Background: an optimization exercise with open tools, aiming at small area. Do not read the settings as production practice.
In this exercise RTL edits were held to simulation tests only and were not proved equivalent to the original.
Power figures rest on the tool's default switching activity, not on a simulated workload.

==> flow/design.v (excerpt) <==
module grf_trace #(
  parameter int TRACE_DEPTH = 4,
  parameter int TRACE_AW    = 2
) (
  input  logic                clk,
  input  logic                reset,
  input  logic [4:0]          ra1,
  input  logic [4:0]          ra2,
  output logic [31:0]         rd1,
  output logic [31:0]         rd2,
  input  logic                we,
  input  logic [4:0]          wa,
  input  logic [31:0]         wd,
  input  logic [31:0]         wpc,
  output logic                trace_valid,
  input  logic                trace_ready,
  output logic [31:0]         trace_pc,
  output logic [4:0]          trace_addr,
  output logic [31:0]         trace_data,
  output logic [TRACE_AW:0]   trace_count,
  output logic                trace_overflow
);
  localparam int ENT_W = 32 + 5 + 32;
  logic [31:1][31:0] regs, regs_d;
  logic [31:1]       valid;
  logic [31:1]       wsel;
  logic              push;
  assign push = we && (wa != 5'd0);
  for (genvar i = 1; i < 32; i++) begin : g_reg
    assign wsel[i] = we && (wa == 5'(i));
    grf_ld #(.W(32)) u_ld (.ld(wsel[i]), .hold(!wsel[i]), .d(wd), .q(regs[i]), .q_next(regs_d[i]));
  end
  always_ff @(posedge clk) regs <= regs_d;
  always_ff @(posedge clk or posedge reset)
    if (reset) valid <= '0;
    else       valid <= valid | wsel;
  logic        byp1, byp2;
  logic [31:1] sel1, sel2;
  assign byp1 = we && (wa == ra1) && (ra1 != 5'd0);
  assign byp2 = we && (wa == ra2) && (ra2 != 5'd0);
  for (genvar i = 1; i < 32; i++) begin : g_sel
    assign sel1[i] = (ra1 == 5'(i)) && valid[i];
    assign sel2[i] = (ra2 == 5'(i)) && valid[i];
  end
  for (genvar b = 0; b < 32; b++) begin : g_rd
    logic [31:1] col;
    for (genvar i = 1; i < 32; i++) begin : g_col
      assign col[i] = regs[i][b];
    end
    grf_rdbit u_rd1 (.sel(sel1), .d(col), .byp(byp1), .nbyp(!byp1), .wd(wd[b]), .y(rd1[b]));
    grf_rdbit u_rd2 (.sel(sel2), .d(col), .byp(byp2), .nbyp(!byp2), .wd(wd[b]), .y(rd2[b]));
  end
  ...
For scale: about 4300 cells after synthesis, about 220 I/O pins, roughly 0.052 mm^2 of cells after synthesis.
==> flow/config.mk <==
export PLATFORM = sky130hd
export DESIGN_NAME = grf_trace
export DESIGN_NICKNAME = grf_trace
export VERILOG_FILES = /design/flow/design.v
export SDC_FILE = /design/flow/constraint.sdc
export NUM_CORES = 4
export LEC_CHECK = 0
export CAP_MARGIN = 5
export CORE_MARGIN = 2
export CORE_UTILIZATION = 60
export SETUP_SLACK_MARGIN = 0.25
export SLEW_MARGIN = 5
export SYNTH_HIERARCHICAL = 1
==> flow/constraint.sdc <==
create_clock -name core_clock -period 6.0 [get_ports {clk}]
set_input_delay 1.2000 -clock core_clock [delete_from_list [all_inputs] [get_ports {clk}]]
set_output_delay 1.2000 -clock core_clock [all_outputs]
set_load 0.01 [all_outputs]
standard.sh (not shown) runs the stock make flow with config.mk's settings and CLKGATE_MAP_FILE= SYNTH_SCRIPT=/design/flow/synth_recipe.tcl, a recipe that flattens the netlist after the stock synthesis.
==> flow/flow/run.sh <==
#!/bin/bash
# Own layout flow: the standard flow (the standard.sh) with smaller port
# buffers and a clock tree built from small clock buffers without dummy
# loads. ORFS writes each step's full log under orfs/logs; the make output
# goes to run.log here.
set -e
export BUFFER_PORTS_ARGS="-buffer_cell sky130_fd_sc_hd__buf_1"
export CTS_ARGS="-sink_clustering_enable -repair_clock_nets -dont_use_dummy_load -buf_list {sky130_fd_sc_hd__clkbuf_8} -sink_clustering_size 16 -sink_clustering_max_diameter 100"
bash standard.sh > run.log 2>&1
The starting point completed and failed the layout checks on capacitance limit, slew limit.
Rerun with:
--- a/flow/flow/run.sh
+++ b/flow/flow/run.sh
@@ -8 +8 @@
-export CTS_ARGS="-sink_clustering_enable -repair_clock_nets -dont_use_dummy_load -buf_list {sky130_fd_sc_hd__clkbuf_8} -sink_clustering_size 16 -sink_clustering_max_diameter 100"
+export CTS_ARGS="-sink_clustering_enable -repair_clock_nets -dont_use_dummy_load -buf_list {sky130_fd_sc_hd__clkbuf_4 sky130_fd_sc_hd__clkbuf_8} -sink_clustering_size 24"
CAP_MARGIN = 20   (was 5)
SETUP_SLACK_MARGIN = 0.5   (was 0.25)
SLEW_MARGIN = 20   (was 5)
=> The new run went through all stages and came out clean; worst setup slack improved by 0.31 ns; utilization rises by 1.9 points; synthesized cell count does not change; total power increases by 9.2%; synthesized area is unchanged.
Rerun with:
--- a/flow/flow/run.sh
+++ b/flow/flow/run.sh
@@ -8 +8 @@
-export CTS_ARGS="-sink_clustering_enable -repair_clock_nets -dont_use_dummy_load -buf_list {sky130_fd_sc_hd__clkbuf_4 sky130_fd_sc_hd__clkbuf_8} -sink_clustering_size 24"
+export CTS_ARGS="-sink_clustering_enable -repair_clock_nets -dont_use_dummy_load -buf_list {sky130_fd_sc_hd__clkbuf_8} -sink_clustering_size 16 -sink_clustering_max_diameter 100"
CORE_UTILIZATION = 65   (was 60)
SETUP_SLACK_MARGIN = 0.35   (was 0.5)
After rerunning: Hold slack gains 0.012 ns. Setup slack loses 0.25 ns. First-iteration DRC count increases by a little under a tenth. Core utilization increases by 3.2 points. Sequential power barely changes. Total power decreases by a little under a tenth. Global-route usage increases by 3.4 points. Fmax decreases by a few percent. Register-to-register slack loses 0.02 ns. Wire length decreases slightly. Via count increases slightly.
Rerun with:
--- a/flow/flow/run.sh
+++ b/flow/flow/run.sh
@@ -8 +8 @@
-export CTS_ARGS="-sink_clustering_enable -repair_clock_nets -dont_use_dummy_load -buf_list {sky130_fd_sc_hd__clkbuf_8} -sink_clustering_size 16 -sink_clustering_max_diameter 100"
+export CTS_ARGS="-sink_clustering_enable -repair_clock_nets -dont_use_dummy_load -buf_list {sky130_fd_sc_hd__clkbuf_4 sky130_fd_sc_hd__clkbuf_8} -sink_clustering_size 24"
CORE_UTILIZATION = 60   (was 65)
SETUP_SLACK_MARGIN = 0.25   (was 0.35)
Setup slack gets better by 0.064 ns; cell area climbs by a few percent; total power climbs by roughly a tenth; register-to-register slack gets better by 0.02 ns; utilization drops by 3.3 points; final cell count climbs by a few percent; worst hold slack gets worse by 0.013 ns; via count drops slightly; critical path depth drops by 1.
Rerun with:
--- a/flow/flow/run.sh
+++ b/flow/flow/run.sh
@@ -8 +8 @@
-export CTS_ARGS="-sink_clustering_enable -repair_clock_nets -dont_use_dummy_load -buf_list {sky130_fd_sc_hd__clkbuf_4 sky130_fd_sc_hd__clkbuf_8} -sink_clustering_size 24"
+export CTS_ARGS="-sink_clustering_enable -repair_clock_nets -dont_use_dummy_load -buf_list {sky130_fd_sc_hd__clkbuf_8} -sink_clustering_size 16 -sink_clustering_max_diameter 100"
The new run completed with no timing, DRC or antenna violations.
Via count goes down slightly.
Count of clock-buffer cells in the layout goes down by 112.
Routed wire length goes down slightly.
Power goes down by a little under a tenth.
Die area is unchanged.
Cell area goes down by a few percent.
Worst hold slack gets better by 0.010 ns.
Synthesized area does not change.
First-iteration DRC count goes up by a few percent.
Global-route usage goes down by 0.57 points.

## separate check: timing with driven ports
In the flow no input, the clock included, has a driving cell. The finished layouts below were timed again as built, in two steps.
Step 1, drivers: a clkbuf_16 drives clk and a buf_2 each remaining input, both assumed.
Step 2 adds t to the input delays and takes it off the output delays; t is the mean of the earliest and latest rising clock arrival at the registers after step 1. Input paths then give back, and output paths get back, about the clock's delay inside the block.
Slacks: no drivers / after step 1 / after step 2; pairs: no drivers / after step 1.
run | t (ns) | slack for setup (ns) | worst setup path at the end | latest minus earliest clock arrival (ns) | cell pins on the clock port's net
the first run | 0.831 | 0.118 / 0.016 / 0.016 | input to output | 0.038 / 0.038 | 1
the second run | 0.938 | 0.430 / 0.271 / 0.271 | input to output | 0.067 / 0.068 | 1
the third run | 0.810 | 0.183 / 0.054 / 0.054 | input to output | 0.077 / 0.078 | 1
the fourth run | 0.943 | 0.247 / 0.102 / 0.102 | input to output | 0.074 / 0.074 | 1
the fifth run | 0.834 | 0.239 / 0.112 / 0.112 | input to output | 0.075 / 0.075 | 1
The setup slack of the second run, which loses most, moves by -0.159 ns with the drivers and by -0.159 ns with both steps.
